This design comes from an exercise in tuning for small area, a short achievable clock period and few clock cycles per item on the open sky130 flow, not from production work. At most, simulation tests tie the RTL to the original design; equivalence was not proved. Power and IR drop assume default switching activity.

==> wip/zinc <==
Design fxp_alu_pipe, start of the top module:
module fxp_alu_pipe #(
  parameter int INST_W    = 4,
  parameter int INT_W     = 6,
  parameter int FRAC_W    = 10,
  parameter int DATA_W    = INT_W + FRAC_W,
  parameter int ACC_DEPTH = 16,
  parameter int ACC_GUARD = 5
) (
  input  logic              i_clk,
  input  logic              i_rst_n,
  input  logic              i_in_valid,
  output logic              o_in_ready,
  input  logic [INST_W-1:0] i_inst,
  input  logic [DATA_W-1:0] i_data_a,
  input  logic [DATA_W-1:0] i_data_b,
  output logic              o_out_valid,
  input  logic              i_out_ready,
  output logic [DATA_W-1:0] o_data,
  output logic              o_sat
);
  localparam int ACC_W = DATA_W + ACC_GUARD;    
  localparam int SW    = ACC_W + 1;             
  localparam int PW    = 2 * DATA_W;            
  localparam int IDX_W = $clog2(ACC_DEPTH);
  logic       rdy_q;
  logic [2:0] cnt_q, cnt_d;
  logic       acc_in, pop;
  assign o_in_ready = rdy_q;
  assign acc_in     = i_in_valid & rdy_q;
  localparam int NPP = DATA_W / 2;
  logic              in_mac, in_arith, in_p1, in_m1, is_addsub_d;
  logic [NPP-1:0]    bneg_d, bone_d, btwo_d;
  logic [DATA_W-1:0] mx_d;
  assign in_mac   = (i_inst == INST_W'(fxp_alu_pkg::OP_MAC));
  assign in_p1    = (i_inst == INST_W'(fxp_alu_pkg::OP_ADD))
                  | (i_inst == INST_W'(fxp_alu_pkg::OP_ACC));
  assign in_m1    = (i_inst == INST_W'(fxp_alu_pkg::OP_SUB));
  ...
Settings: LEC_CHECK=0, CAP_MARGIN=20, CORE_MARGIN=2, CORE_UTILIZATION=55, CTS_BUF_LIST=sky130_fd_sc_hd__clkbuf_8 sky130_fd_sc_hd__clkbuf_16, CTS_CLUSTER_DIAMETER=100, CTS_CLUSTER_SIZE=25, SLEW_MARGIN=20; clock period 11.0 ns.
standard.sh (not shown) runs the stock make flow with config.mk's settings and CLKGATE_MAP_FILE= SYNTH_SCRIPT=/design/flow/synth_recipe.tcl, a recipe that flattens the netlist after the stock synthesis.
==> flow/flow/run.sh <==
#!/bin/bash
# Standard ORFS layout (the standard.sh, unchanged synthesis), with the
# timing repair asked to leave setup slack for a shorter period than the
# 11 ns clock the constraints keep, and plain buffers on the ports.
set -euo pipefail
MARGIN=$(cat flow/margin.txt)
bash standard.sh SETUP_SLACK_MARGIN=$MARGIN \
  "BUFFER_PORTS_ARGS=-buffer_cell sky130_fd_sc_hd__buf_2" finish > flow_make.log 2>&1
==> flow/flow/margin.txt <==
7.75
==> inputs of wip/indigo, as changes to wip/zinc <==
--- a/flow/design.v
+++ b/flow/design.v
@@ -125,25 +125,25 @@
       bone_d[j] = in_arith & (b_md ^ b_lo);
       btwo_d[j] = in_arith & ((b_hi & ~b_md & ~b_lo) | (~b_hi & b_md & b_lo));
     end
   end
   logic              r0_v;
   logic [INST_W-1:0] r0_op;
   logic [DATA_W-1:0] aux, mx;
-  logic [ACC_DEPTH-1:0] idx0;    
+  logic [IDX_W-1:0]  idx0;
   logic [NPP-1:0]    bneg, bone, btwo;
   logic              is_accop, is_addsub;
   always_ff @(posedge i_clk or negedge i_rst_n) begin
     if (!i_rst_n) r0_v <= 1'b0;
     else          r0_v <= acc_in;
   end
   always_ff @(posedge i_clk) begin
     r0_op     <= i_inst;
     aux       <= (is_addsub_d) ? i_data_a : i_data_b;
-    idx0      <= ACC_DEPTH'(1) << (in_mac ? i_data_b[IDX_W-1:0] : i_data_a[IDX_W-1:0]);
+    idx0      <= in_mac ? i_data_b[IDX_W-1:0] : i_data_a[IDX_W-1:0];
     bneg      <= bneg_d;
     bone      <= bone_d;
     btwo      <= btwo_d;
     mx        <= mx_d;
     is_accop  <= (i_inst == INST_W'(fxp_alu_pkg::OP_ACC)) | in_mac
                | (i_inst == INST_W'(fxp_alu_pkg::OP_CLR));
     is_addsub <= is_addsub_d;
@@ -190,20 +190,20 @@
       default:                      misc = '0;
     endcase
   end
   logic [ACC_W-1:0] bank_rd, fwd, accv;
   logic [SW-1:0]    opnd_d;
   logic             hit;
   logic              r1_v, r1_wr, r1_clr, r1_m21, r1_m22;
-  logic [ACC_DEPTH-1:0] r1_idx;
+  logic [IDX_W-1:0]  r1_idx;
   logic [PW-1:LB]    r1_s, r1_c;
   logic              r1_clb;
   logic [SW-1:0]     r1_opnd;
   logic [SW-1:0]     sum;
-  assign hit  = r1_v & (r1_wr | r1_clr) & (|(r1_idx & idx0));
+  assign hit  = r1_v & (r1_wr | r1_clr) & (r1_idx == idx0);
   assign fwd  = r1_clr ? '0 : sum[ACC_W-1:0];
   assign accv = hit ? fwd : bank_rd;
   always_comb begin
     if (is_accop)           opnd_d = SW'($signed(accv));
     else if (is_addsub)     opnd_d = SW'($signed(aux));
     else                    opnd_d = SW'(misc);
   end
@@ -232,19 +232,19 @@
   assign sum       = sum_full[HW-1:FRAC_W-LB];
   fxp_acc_bank #(
     .DEPTH (ACC_DEPTH),
     .W     (ACC_W)
   ) u_bank (
     .i_clk     (i_clk),
     .i_rst_n   (i_rst_n),
-    .i_rd_sel  (idx0),
+    .i_rd_sel  (ACC_DEPTH'(1) << idx0),
     .o_rd_data (bank_rd),
     .i_we      (r1_v & r1_wr),
     .i_clr     (r1_v & r1_clr),
-    .i_wr_sel  (r1_idx),
+    .i_wr_sel  (ACC_DEPTH'(1) << r1_idx),
     .i_wr_data (sum[ACC_W-1:0])
   );
   logic          r2_v, r2_m21, r2_m22;
   logic [SW-1:0] r2_sum;
   always_ff @(posedge i_clk or negedge i_rst_n) begin
     if (!i_rst_n) r2_v <= 1'b0;
     else          r2_v <= r1_v;
==> flow/flow/margin.txt (replaced) <==
7.7
CORE_UTILIZATION = 60   (was 55)
PLACE_DENSITY = 0.7   (was default)
==> out/metrics.cfg <==
[grt]
grt_use_met3_pct = 4.53
grt_use_met1_pct = 47.1

[critical_path]
crit_start = head_q[7]$_DFFE_PP_
r2r-end = u_bank.mem_q[41]$_DFFE_PP_

[pwr]
combPwrFrac_pct = 42.3
power_frac_seq_pct = 43.4
peakVddDrop_v = 0.000233

[logic_synthesis]
syn_inst = 2325
synth-xor-area-share_pct = 4.79

[run_status]
outcome = timing/DRC/antenna clean

the above is filed under wip/indigo

==> out/metrics.cfg <==
[run_status]
outcome = timing/DRC/antenna clean

[pwr]
power_frac_seq_pct = 45.3
combPwrFrac_pct = 39.2
peakVddDrop_v = 0.000414

[grt]
grt_use_met3_pct = 3.60

[critical_path]
crit_chain = buf_2
crit_start = head_q[15]$_DFFE_PP_
r2r-end = u_bank.mem_q[83]$_DFFE_PP_

[clock_tree]
cts_htree_levels = 1

[detailed_routing]
highest_layer = met4

[timing]
maxSlewViolCount = 0

[logic_synthesis]
synth-xor-area-share_pct = 4.55
syn_inst = 2306

the above is filed under wip/zinc

No run of this note included a check of the RTL's function; only the layout flow was run.

==> inputs of run a <==
Another version of the RTL of fxp_alu_pipe (not shown whole).
==> flow/config.mk <==
export PLATFORM = sky130hd
export DESIGN_NAME = fxp_alu_pipe
export DESIGN_NICKNAME = fxp_alu_pipe
export VERILOG_FILES = /design/flow/design.v
export SDC_FILE = /design/flow/constraint.sdc
export NUM_CORES = 4
export LEC_CHECK = 0
export CAP_MARGIN = 20
export CORE_MARGIN = 2
export CORE_UTILIZATION = 60
export CTS_BUF_LIST = sky130_fd_sc_hd__clkbuf_8 sky130_fd_sc_hd__clkbuf_16
export CTS_CLUSTER_DIAMETER = 100
export CTS_CLUSTER_SIZE = 25
export SLEW_MARGIN = 20
==> flow/constraint.sdc <==
create_clock -name core_clock -period 11.0 [get_ports {i_clk}]
set_input_delay 2.2000 -clock core_clock [delete_from_list [all_inputs] [get_ports {i_clk}]]
set_output_delay 2.2000 -clock core_clock [all_outputs]
set_load 0.01 [all_outputs]
==> flow/flow/margin.txt <==
7.7
Scripts as last shown in full above: flow/flow/run.sh
==> inputs of run b, as changes to run a <==
--- a/flow/design.v
+++ b/flow/design.v
@@ -180,19 +180,16 @@
   logic [PW-1:0] s2a, c2a, s2b, c2b, s3, c3, ps, pc;
   assign {c1a, s1a} = csa(row[0], row[1], row[2]);
   assign {c1b, s1b} = csa(row[3], row[4], row[5]);
   assign {c1c, s1c} = csa(row[6], row[7], row[8]);
   assign {c2a, s2a} = csa(s1a, c1a, s1b);
   assign {c2b, s2b} = csa(c1b, s1c, c1c);
   assign {c3, s3}   = csa(s2a, c2a, s2b);
   assign {pc, ps}   = csa(s3, c3, c2b);
-  localparam int LB = 6;
-  logic [LB:0] lo_sum;
-  assign lo_sum = {1'b0, ps[LB-1:0]} + {1'b0, pc[LB-1:0]};
   logic [DATA_W-1:0] misc;
   logic [4:0]        clz;
   logic              a_gt_b;
   always_comb begin
     clz = 5'(DATA_W);
     for (int i = 0; i < DATA_W; i++)
       if (mx[i]) clz = 5'(DATA_W - 1 - i);
     a_gt_b = $signed(mx) > $signed(aux);
@@ -205,18 +202,17 @@
       default:                      misc = '0;
     endcase
   end
   logic [ACC_W-1:0] bank_rd, fwd, accv;
   logic [SW-1:0]    opnd_d;
   logic             hit;
   logic              r1_v, r1_wr, r1_clr, r1_m21, r1_m22;
   logic [IDX_W-1:0]  r1_idx;
-  logic [PW-1:LB]    r1_s, r1_c;
-  logic              r1_clb;
+  logic [PW-1:0]     r1_s, r1_c;
   logic [SW-1:0]     r1_opnd;
   logic [SW-1:0]     sum;
   assign hit  = r1_v & (r1_wr | r1_clr) & (r1_idx == idx0);
   assign fwd  = r1_clr ? '0 : sum[ACC_W-1:0];
   assign accv = hit ? fwd : bank_rd;
   always_comb begin
     if (is_accop)           opnd_d = SW'($signed(accv));
     else if (is_addsub)     opnd_d = SW'($signed(aux));
@@ -227,100 +223,110 @@
     else          r1_v <= r0_v;
   end
   always_ff @(posedge i_clk) begin
     r1_wr   <= is_acc | is_mac;
     r1_clr  <= is_clr;
     r1_m21  <= is_accop;
     r1_m22  <= is_addsub | is_mul;
     r1_idx  <= idx0;
-    r1_s    <= ps[PW-1:LB];
-    r1_c    <= pc[PW-1:LB];
-    r1_clb  <= lo_sum[LB];
+    r1_s    <= ps;
+    r1_c    <= pc;
     r1_opnd <= opnd_d;
   end
-  localparam int HW = PW - LB;    
-  logic [HW-1:0] x, ts, tc, sum_full;
-  assign x         = {r1_opnd, (FRAC_W-LB)'(0)};
-  assign ts        = x ^ r1_s ^ r1_c;
-  assign tc        = {((x[HW-2:0] & r1_s[PW-2:LB]) | (x[HW-2:0] & r1_c[PW-2:LB])
-                     | (r1_s[PW-2:LB] & r1_c[PW-2:LB])), r1_clb};
+  logic [PW-1:0] ts, tc, sum_full;
+  assign {tc, ts}  = csa({r1_opnd, FRAC_W'(0)}, r1_s, r1_c);
   assign sum_full  = ts + tc;
-  assign sum       = sum_full[HW-1:FRAC_W-LB];
+  assign sum       = sum_full[PW-1:FRAC_W];
   fxp_acc_bank #(
     .DEPTH (ACC_DEPTH),
     .W     (ACC_W)
   ) u_bank (
     .i_clk     (i_clk),
     .i_rst_n   (i_rst_n),
     .i_rd_sel  (ACC_DEPTH'(1) << idx0),
     .o_rd_data (bank_rd),
     .i_we      (r1_v & r1_wr),
     .i_clr     (r1_v & r1_clr),
     .i_wr_sel  (ACC_DEPTH'(1) << r1_idx),
     .i_wr_data (sum[ACC_W-1:0])
   );
-  logic          r2_v, r2_m21, r2_m22;
-  logic [SW-1:0] r2_sum;
-  always_ff @(posedge i_clk or negedge i_rst_n) begin
-    if (!i_rst_n) r2_v <= 1'b0;
-    else          r2_v <= r1_v;
-  end
-  always_ff @(posedge i_clk) begin
-    r2_m21 <= r1_m21;
-    r2_m22 <= r1_m22;
-    r2_sum <= sum;
-  end
-  logic              eq6, sat, sgn;
+  localparam int HB = FRAC_W + DATA_W - 1;    
+  localparam int NH = PW - HB;                
+  logic [HB:0]   c_lo;
+  logic          c15;
+  logic [NH-1:0] hp, hor, hand;
+  logic [NH-1:0] t0;
+  logic [NH:0]   t1;
+  logic          sat0, sat1, sgn0, sgn1, sat, sgn;
   logic [DATA_W-1:0] rdata;
-  assign eq6   = (r2_sum[ACC_W-1:DATA_W-1] == {(ACC_W-DATA_W+1){r2_sum[ACC_W-1]}});
-  assign sat   = (r2_m21 & ~eq6) | (r2_m22 & (~eq6 | (r2_sum[SW-1] ^ r2_sum[ACC_W-1])));
-  assign sgn   = r2_m21 ? r2_sum[ACC_W-1] : r2_sum[SW-1];
-  assign rdata = sat ? {sgn, {(DATA_W-1){~sgn}}} : r2_sum[DATA_W-1:0];
+  assign c_lo = {1'b0, ts[HB-1:0]} + {1'b0, tc[HB-1:0]};
+  assign c15  = c_lo[HB];
+  assign hp   = ts[PW-1:HB] ^ tc[PW-1:HB];
+  assign hor  = ts[PW-2:HB-1] | tc[PW-2:HB-1];
+  assign hand = ts[PW-2:HB-1] & tc[PW-2:HB-1];
+  assign t0   = ts[PW-1:HB] + tc[PW-1:HB];
+  assign t1   = {ts[PW-1:HB], 1'b1} + {tc[PW-1:HB], 1'b1};
+  function automatic logic sat_c(input logic c, input logic [NH-1:0] p,
+                                 input logic [NH-1:0] o, input logic [NH-1:0] n,
+                                 input logic m21, input logic m22);
+    logic z6, o6, z7, o7;
+    z6 = (p[0] == c);
+    o6 = (p[0] == ~c);
+    for (int i = 1; i < NH - 1; i++) begin
+      z6 = z6 & (p[i] == o[i]);
+      o6 = o6 & (p[i] == ~n[i]);
+    end
+    z7 = z6 & (p[NH-1] == o[NH-1]);
+    o7 = o6 & (p[NH-1] == ~n[NH-1]);
+    sat_c = (m21 & ~(z6 | o6)) | (m22 & ~(z7 | o7));
+  endfunction
+  assign sat0  = sat_c(1'b0, hp, hor, hand, r1_m21, r1_m22);
+  assign sat1  = sat_c(1'b1, hp, hor, hand, r1_m21, r1_m22);
+  assign sgn0  = r1_m21 ? t0[NH-2] : t0[NH-1];
+  assign sgn1  = r1_m21 ? t1[NH-1] : t1[NH];
+  assign sat   = c15 ? sat1 : sat0;
+  assign sgn   = c15 ? sgn1 : sgn0;
+  assign rdata = sat ? {sgn, {(DATA_W-1){~sgn}}} : sum[DATA_W-1:0];
   localparam int QW = DATA_W + 1;
-  localparam int NB = 4;
-  logic               hv_q;
-  logic [QW-1:0]      head_q;
-  logic [NB-1:0][QW-1:0] buf_q;
-  logic [NB-1:0]      wp_q, rp_q;      
-  logic [2:0]         nb_q;
-  logic [QW-1:0]      res, buf_rd;
-  logic               head_free, buf_any;
+  logic          hv_q;
+  logic [QW-1:0] head_q;
+  logic [2:0][QW-1:0] buf_q;
+  logic [2:0]    wp_q, rp_q;      
+  logic [1:0]    nb_q;
+  logic [QW-1:0] res, buf_rd;
+  logic          head_free;
   assign res       = {sat, rdata};
   assign pop       = hv_q & i_out_ready;
   assign head_free = ~hv_q | pop;
-  assign buf_any   = (nb_q != 3'd0);
-  always_comb begin
-    buf_rd = '0;
-    for (int i = 0; i < NB; i++)
-      buf_rd = buf_rd | ({QW{rp_q[i]}} & buf_q[i]);
-  end
+  assign buf_rd    = ({QW{rp_q[0]}} & buf_q[0]) | ({QW{rp_q[1]}} & buf_q[1])
+                   | ({QW{rp_q[2]}} & buf_q[2]);
   logic buf_push, buf_pop;
-  assign buf_pop  = head_free & buf_any;
-  assign buf_push = r2_v & ~(head_free & ~buf_any);
+  assign buf_pop  = head_free & (nb_q != 2'd0);
+  assign buf_push = r1_v & ~(head_free & (nb_q == 2'd0));
   always_ff @(posedge i_clk or negedge i_rst_n) begin
     if (!i_rst_n) begin
       hv_q <= 1'b0;
-      wp_q <= NB'(1);
-      rp_q <= NB'(1);
-      nb_q <= 3'd0;
+      wp_q <= 3'b001;
+      rp_q <= 3'b001;
+      nb_q <= 2'd0;
     end else begin
-      if (head_free) hv_q <= r2_v | buf_any;
-      if (buf_push) wp_q <= {wp_q[NB-2:0], wp_q[NB-1]};
-      if (buf_pop)  rp_q <= {rp_q[NB-2:0], rp_q[NB-1]};
-      nb_q <= nb_q + 3'(buf_push) - 3'(buf_pop);
+      if (head_free) hv_q <= r1_v | (nb_q != 2'd0);
+      if (buf_push) wp_q <= {wp_q[1:0], wp_q[2]};
+      if (buf_pop)  rp_q <= {rp_q[1:0], rp_q[2]};
+      nb_q <= nb_q + 2'(buf_push) - 2'(buf_pop);
     end
   end
   always_ff @(posedge i_clk) begin
-    if (head_free) head_q <= buf_any ? buf_rd : res;
-    for (int i = 0; i < NB; i++)
-      if (r2_v && wp_q[i]) buf_q[i] <= res;
+    if (head_free) head_q <= (nb_q != 2'd0) ? buf_rd : res;
+    for (int i = 0; i < 3; i++)
+      if (r1_v && wp_q[i]) buf_q[i] <= res;
   end
   assign o_out_valid = hv_q;
   assign o_data      = head_q[DATA_W-1:0];
   assign o_sat       = head_q[DATA_W];
   assign cnt_d = cnt_q + 3'(acc_in) - 3'(pop);
   always_ff @(posedge i_clk or negedge i_rst_n) begin
     if (!i_rst_n) cnt_q <= 3'd0;
     else          cnt_q <= cnt_d;
   end
-  always_ff @(posedge i_clk) rdy_q <= (cnt_d < 3'd5);
+  always_ff @(posedge i_clk) rdy_q <= ~cnt_d[2];
 endmodule
==> flow/flow/run.sh (replaced) <==
#!/bin/bash
# Standard ORFS layout (the standard.sh, unchanged synthesis), with the
# timing repair asked to leave setup slack for a shorter period than the
# 11 ns clock the constraints keep.
set -euo pipefail
MARGIN=$(cat flow/margin.txt)
bash standard.sh SETUP_SLACK_MARGIN=$MARGIN finish > flow_make.log 2>&1
==> flow/config.mk (replaced) <==
export PLATFORM = sky130hd
export DESIGN_NAME = fxp_alu_pipe
export DESIGN_NICKNAME = fxp_alu_pipe
export VERILOG_FILES = /design/flow/design.v
export SDC_FILE = /design/flow/constraint.sdc
export NUM_CORES = 4
export LEC_CHECK = 0
export CAP_MARGIN = 20
export CORE_MARGIN = 2
export CORE_UTILIZATION = 40
export SLEW_MARGIN = 20
==> run notes <==
status: timing/DRC/antenna clean
Critical Path Source: r1_s[25]$_DFF_P_
seq_cells: 588
Final Non-Filler Cells: 3,470
Setup CP Type: reg -> reg
met2 Use GR: 38.3%
number of flops mapped to enable cells by yosys: 404
Gate power share: 44.6%
post-CTS setup buffer count: 37
Gate Count Post-Synth: 2,373
routing usage on met3: 2.49%
That was run b.
==> run notes <==
seq_cells: 628
HP Class: reg -> reg
status: timing/DRC/antenna clean
met2 Use GR: 53.3%
post-CTS setup buffer count: 12
Gate Count Post-Synth: 2,368
Gate power share: 38.0%
routing usage on met3: 4.65%
Setup CP Type: reg -> out
Critical Path Source: head_q[6]$_DFFE_PP_
number of flops mapped to enable cells by yosys: 421
That was run a.
Testbench counts of run a, summed over its fixed seeds: cycles 24,032, items 24,000.
The RTL of run b was laid out without a check of its function.

[port drivers added, routing unchanged]
Ports are ideal in the flow. The routed layouts listed here were re-timed in OpenROAD. Step 1 assumes that a clkbuf_16 drives the clock port and a buf_2 every other input. Step 2 times the ports against the registers' clock, not the clock port: input delays grow and output delays shrink by t, the midpoint of the rising clock arrivals with the driver on. Slacks: ideal ports / drivers / drivers and shift; pairs: ideal ports / drivers.
run | t, ns | slack for setup (ns) | slew at the worst register clock pin (ns)
wip/zinc | 0.684 | 7.585 / 7.521 / 7.088 | 0.11 / 0.11
wip/indigo | 0.689 | 7.582 / 7.517 / 7.128 | 0.11 / 0.11
run a | 0.692 | 7.596 / 7.531 / 7.110 | 0.11 / 0.11
run b | 0.707 | 7.357 / 7.357 / 7.156 | 0.08 / 0.08
After both steps setup and hold are still met in every run listed. The setup slack of wip/zinc, which loses most, moves by -0.064 ns with the drivers and by -0.497 ns with both steps.
